Background: an optimization exercise with open tools, aiming at small area, a short achievable clock period and few clock cycles per item. Do not read the settings as production practice. The RTL was checked by simulation tests, not by an equivalence proof against the original design.

job 3990:
Design macc_control_top, start of the top module:
module macc_control_top (
  input logic clk,
  input logic rst_n,
  input logic mac_begin,
  input logic acc_begin,
  input macc_pkg::len_t conv_len,
  input macc_pkg::filt_t filter_num,
  input macc_pkg::data_t weight_in,
  input macc_pkg::data_t ifmap_in,
  input macc_pkg::data_t external_psum,
  input macc_pkg::acc_t internal_psum,
  output logic mul_enable,
  output logic acc_enable,
  output macc_pkg::len_t cnt_a,
  output macc_pkg::filt_t cnt_b,
  output macc_pkg::acc_t accum_out,
  output logic psum_store,
  output logic mac_finish,
  output logic acc_finish
);
Size: roughly 1400 cells after synthesis, roughly 150 I/O pins.
clock: 7.0 ns
lec_check: 0
cap_margin: 20
core_margin: 2
core_utilization: 60
cts_cluster_diameter: 100
cts_cluster_size: 25
setup_slack_margin: 4.1
slew_margin: 20
synth_hierarchical: 1
synth_minimum_keep_size: 0
standard.sh (not shown) runs the stock make flow with config.mk's settings and CLKGATE_MAP_FILE= SYNTH_SCRIPT=/design/flow/synth_recipe.tcl, a recipe that flattens the netlist after the stock synthesis.
==> flow/flow/run.sh <==
#!/bin/bash
# standard layout, with the port buffers made from the smallest plain buffer
set -euo pipefail
export BUFFER_PORTS_ARGS="-buffer_cell sky130_fd_sc_hd__buf_1"
bash standard.sh > standard_flow.log 2>&1
Looking at the reports, job 3990 completed the entire flow and the layout it produced met the timing, DRC and antenna checks.
Testbench counts of job 3990, summed over its fixed seeds: cycles 24,347, items 22,427.
> inputs changed (job 3990 -> job 6538)
- CTS_CLUSTER_SIZE changed from 25 to 16
- CTS_BUF_LIST newly set to sky130_fd_sc_hd__clkbuf_8
- SETUP_SLACK_MARGIN changed from 4.1 to 4.2
- CTS_CLUSTER_DIAMETER changed from 100 to 60
### Flow results
Layout-stage area growth over the synthesis result, job 6538 and job 3990: higher on job 6538
As far as hold violation total from the final report goes, job 6538 and job 3990 are indistinguishable; the numbers are identical.
The max-slew headroom at the worst pin in job 6538 sits 22 points above the value recorded for job 3990.
In the tables for job 6538 and job 3990, worst setup slack reads lower with job 3990.
Re final standard cell count with taps included and fillers excluded: job 6538 is 1.5% up on job 3990.
Looking at global-route usage, job 6538 sits above job 3990.
For post-synthesis cell count, job 3990 and job 6538 come out practically identical.
diff inputs: job 6538 => job 2925
- CTS_BUF_LIST no longer set, was sky130_fd_sc_hd__clkbuf_8
- CTS_CLUSTER_DIAMETER now 100, was 60
- CTS_CLUSTER_SIZE now 25, was 16
- ABC_AREA now 1, previously not set
--- outcome ---
- Job 2925 against job 6538: worst setup slack went up 0.0053 ns; die area +21%; area overhead of the layout relative to synthesis shrank by 0.75 points; global-route track usage on met3 shows a reduction of 0.71 points.
- Of the two values seen for start point of the critical path, u_mac.u_fb_lo.keep was produced by job 2925 and u_ops.op_w[3] by job 6538.
- Diff job 6538 -> job 2925: number of gates given a new drive strength after cts flat; global-route usage climbed 2.5 points; final cell count saw an increase.
- On ratio of final minimum period to clock period, job 2925 tracks job 6538 almost exactly.
- Job 2925 against job 6538: amount of wire on met2 after detailed routing moved up, critical path depth moved up.
- A endpoint of the worst setup timing path of u_mac.c_q[12] is what job 2925 shows, while u_mac.c_q[15] belongs to job 6538.

---

## run 1
Starting RTL as in the previous note.
==> flow/config.mk <==
export PLATFORM = sky130hd
export DESIGN_NAME = macc_control_top
export DESIGN_NICKNAME = macc_control_top
export VERILOG_FILES = /design/flow/design.v
export SDC_FILE = /design/flow/constraint.sdc
export NUM_CORES = 4
export LEC_CHECK = 0
export CAP_MARGIN = 0
export CORE_MARGIN = 2
export CORE_UTILIZATION = 60
export CTS_CLUSTER_DIAMETER = 100
export CTS_CLUSTER_SIZE = 25
export SETUP_SLACK_MARGIN = 4.2
export SLEW_MARGIN = 0
export SYNTH_HIERARCHICAL = 1
export SYNTH_MINIMUM_KEEP_SIZE = 0
==> flow/constraint.sdc <==
create_clock -name core_clock -period 7.0 [get_ports {clk}]
set_input_delay 1.4000 -clock core_clock [delete_from_list [all_inputs] [get_ports {clk}]]
set_output_delay 1.4000 -clock core_clock [all_outputs]
set_load 0.01 [all_outputs]
Scripts as last shown in full above: flow/flow/run.sh
Having completed the whole flow, run 1 delivered a layout that passed the timing, DRC and antenna checks.
Testbench counts of run 1, summed over its fixed seeds: cycles 24,347, items 22,427.
Edits applied to the flow inputs when going from run 1 to run 2:
# run 1
export LEC_CHECK = 0
export CAP_MARGIN = 0
export CORE_MARGIN = 2
export CORE_UTILIZATION = 60
export CTS_CLUSTER_DIAMETER = 100
export CTS_CLUSTER_SIZE = 25
export SETUP_SLACK_MARGIN = 4.2
export SLEW_MARGIN = 0
export SYNTH_HIERARCHICAL = 1
export SYNTH_MINIMUM_KEEP_SIZE = 0
create_clock -name core_clock -period 7.0 [get_ports {clk}]
# run 2
export LEC_CHECK = 0
export CAP_MARGIN = 20
export CORE_MARGIN = 2
export CORE_UTILIZATION = 60
export CTS_CLUSTER_DIAMETER = 100
export CTS_CLUSTER_SIZE = 25
export GPL_ROUTABILITY_DRIVEN = 0
export SETUP_SLACK_MARGIN = 4.2
export SLEW_MARGIN = 20
export SYNTH_HIERARCHICAL = 1
export SYNTH_MINIMUM_KEEP_SIZE = 0
create_clock -name core_clock -period 7.0 [get_ports {clk}]
Notes after the runs:
- Status: proportion of cell area spent on the clock network parity (run 2, run 1)
- Compared with run 1, in run 2 post-route fraction of the period consumed by the critical path neither gained nor lost much, worst setup slack for register-to-register paths has remained practically unchanged, buffer depth of the longest clock path saw little to no change, number of endpoints failing setup at the final stage roughly the same.
- Run 1 -> run 2: sequential share of layout area delta 0, exact match
- Taking run 1 as the reference, in run 2 die area now sits at about the same level; global-route wire length before repair held; core utilization now sits at about the same level.
The inputs of run 3 differ from those of run 2 as listed below.
# run 2
export LEC_CHECK = 0
export CAP_MARGIN = 20
export CORE_MARGIN = 2
export CORE_UTILIZATION = 60
export CTS_CLUSTER_DIAMETER = 100
export CTS_CLUSTER_SIZE = 25
export GPL_ROUTABILITY_DRIVEN = 0
export SETUP_SLACK_MARGIN = 4.2
export SLEW_MARGIN = 20
export SYNTH_HIERARCHICAL = 1
export SYNTH_MINIMUM_KEEP_SIZE = 0
create_clock -name core_clock -period 7.0 [get_ports {clk}]
# run 3
export LEC_CHECK = 0
export CAP_MARGIN = 20
export CORE_MARGIN = 2
export CORE_UTILIZATION = 60
export CTS_CLUSTER_DIAMETER = 100
export CTS_CLUSTER_SIZE = 25
export SETUP_SLACK_MARGIN = 4.2
export SLEW_MARGIN = 20
export SYNTH_HIERARCHICAL = 1
export SYNTH_MINIMUM_KEEP_SIZE = 0
create_clock -name core_clock -period 7.0 [get_ports {clk}]
## What came out
The final layouts of run 3 and run 2 pass the timing, DRC and antenna checks. From run 3 to run 2, area taken by flip-flops and latches did not move at all. The source-to-sink clock delay at the later pin of the worst-skew pair of run 2 and that of run 3 are within noise of each other. Pin count of the biggest net entering global routing came out exactly the same in run 3 and run 2. Re multi-input combinational cell count: no difference whatsoever between run 3 and run 2. Between run 3 and run 2, the depth of the worst hold-timing path does not differ in any meaningful way. Per the comparison of run 3 with run 2, average detailed-routed wire length per instance level; highest attainable clock frequency closely matched the old numbers. Re final cell count: no difference whatsoever between run 3 and run 2. Diff run 3..run 2 | setup slack | unchanged.
> inputs changed (run 3 -> run 4)
# run 3
export LEC_CHECK = 0
export CAP_MARGIN = 20
export CORE_MARGIN = 2
export CORE_UTILIZATION = 60
export CTS_CLUSTER_DIAMETER = 100
export CTS_CLUSTER_SIZE = 25
export SETUP_SLACK_MARGIN = 4.2
export SLEW_MARGIN = 20
export SYNTH_HIERARCHICAL = 1
export SYNTH_MINIMUM_KEEP_SIZE = 0
create_clock -name core_clock -period 7.0 [get_ports {clk}]
# run 4
export LEC_CHECK = 0
export CAP_MARGIN = 20
export CORE_MARGIN = 2
export CORE_UTILIZATION = 70
export CTS_CLUSTER_DIAMETER = 100
export CTS_CLUSTER_SIZE = 25
export PLACE_DENSITY = 0.75
export SETUP_SLACK_MARGIN = 4.2
export SLEW_MARGIN = 20
export SYNTH_HIERARCHICAL = 1
export SYNTH_MINIMUM_KEEP_SIZE = 0
create_clock -name core_clock -period 7.0 [get_ports {clk}]
Final area, run 4 vs run 3: up by a few percent. Taking run 3 as the reference, in run 4 worst hold slack increased 0.0059 ns; wire length of the first global-routing pass decreased 4.1%; number of buffers outside the clock class in the layout increased about 24%; met3 layer usage reported by global route increased 0.68 points. Compared to run 3, run 4 was floorplanned on a smaller die.
Input-level comparison between run 5 and run 4:
# run 4
export LEC_CHECK = 0
export CAP_MARGIN = 20
export CORE_MARGIN = 2
export CORE_UTILIZATION = 70
export CTS_CLUSTER_DIAMETER = 100
export CTS_CLUSTER_SIZE = 25
export PLACE_DENSITY = 0.75
export SETUP_SLACK_MARGIN = 4.2
export SLEW_MARGIN = 20
export SYNTH_HIERARCHICAL = 1
export SYNTH_MINIMUM_KEEP_SIZE = 0
create_clock -name core_clock -period 7.0 [get_ports {clk}]
# run 5
export LEC_CHECK = 0
export CAP_MARGIN = 20
export CORE_MARGIN = 2
export CORE_UTILIZATION = 60
export CTS_CLUSTER_DIAMETER = 100
export CTS_CLUSTER_SIZE = 25
export SETUP_SLACK_MARGIN = 4.3
export SLEW_MARGIN = 20
export SYNTH_HIERARCHICAL = 1
export SYNTH_MINIMUM_KEEP_SIZE = 0
create_clock -name core_clock -period 7.0 [get_ports {clk}]
### Flow results
Run 5: no failed stages, no open violations at the end
The higher largest fanout on the critical path came out of run 4.
Starting DRC count in detailed routing | run 5 above run 4
Changes observed in run 5 relative to run 4: filler cell count in the final layout went up 456.
Post-route fraction of the period consumed by the critical path across run 4 and run 5: no real change.

-- static timing again, ports no longer ideal --
Ports are ideal in the flow. The routed layouts listed here were re-timed in OpenROAD. Step 1 sets driving cells, clkbuf_16 on the clock port and buf_2 on the other inputs (assumed; they add their load-dependent delay and slew). Step 2 also shifts input and output timing later by t, the mid clock arrival at the registers, as if the neighbouring blocks saw the same clock. Slacks: no drivers / after step 1 / after step 2; pairs: no drivers / after step 1.
run	t (ns)	setup slack, ns	latest minus earliest clock arrival (ns)
job 3990	0.530	4.227 / 4.227 / 3.802	0.008 / 0.008
job 6538	0.595	4.235 / 4.235 / 3.827	0.027 / 0.027
job 2925	0.554	4.240 / 4.240 / 4.240	0.025 / 0.025
run 1	0.526	4.240 / 4.240 / 3.936	0.025 / 0.024
run 2	0.526	4.240 / 4.240 / 3.936	0.025 / 0.024
run 3	0.526	4.240 / 4.240 / 3.936	0.025 / 0.024
run 4	0.522	4.229 / 4.229 / 3.944	0.016 / 0.017
run 5	0.533	4.240 / 4.240 / 3.957	0.022 / 0.022
After both steps setup and hold are still met in every run listed. The setup slack of job 3990, which loses most, moves by 0.000 ns with the drivers and by -0.425 ns with both steps.
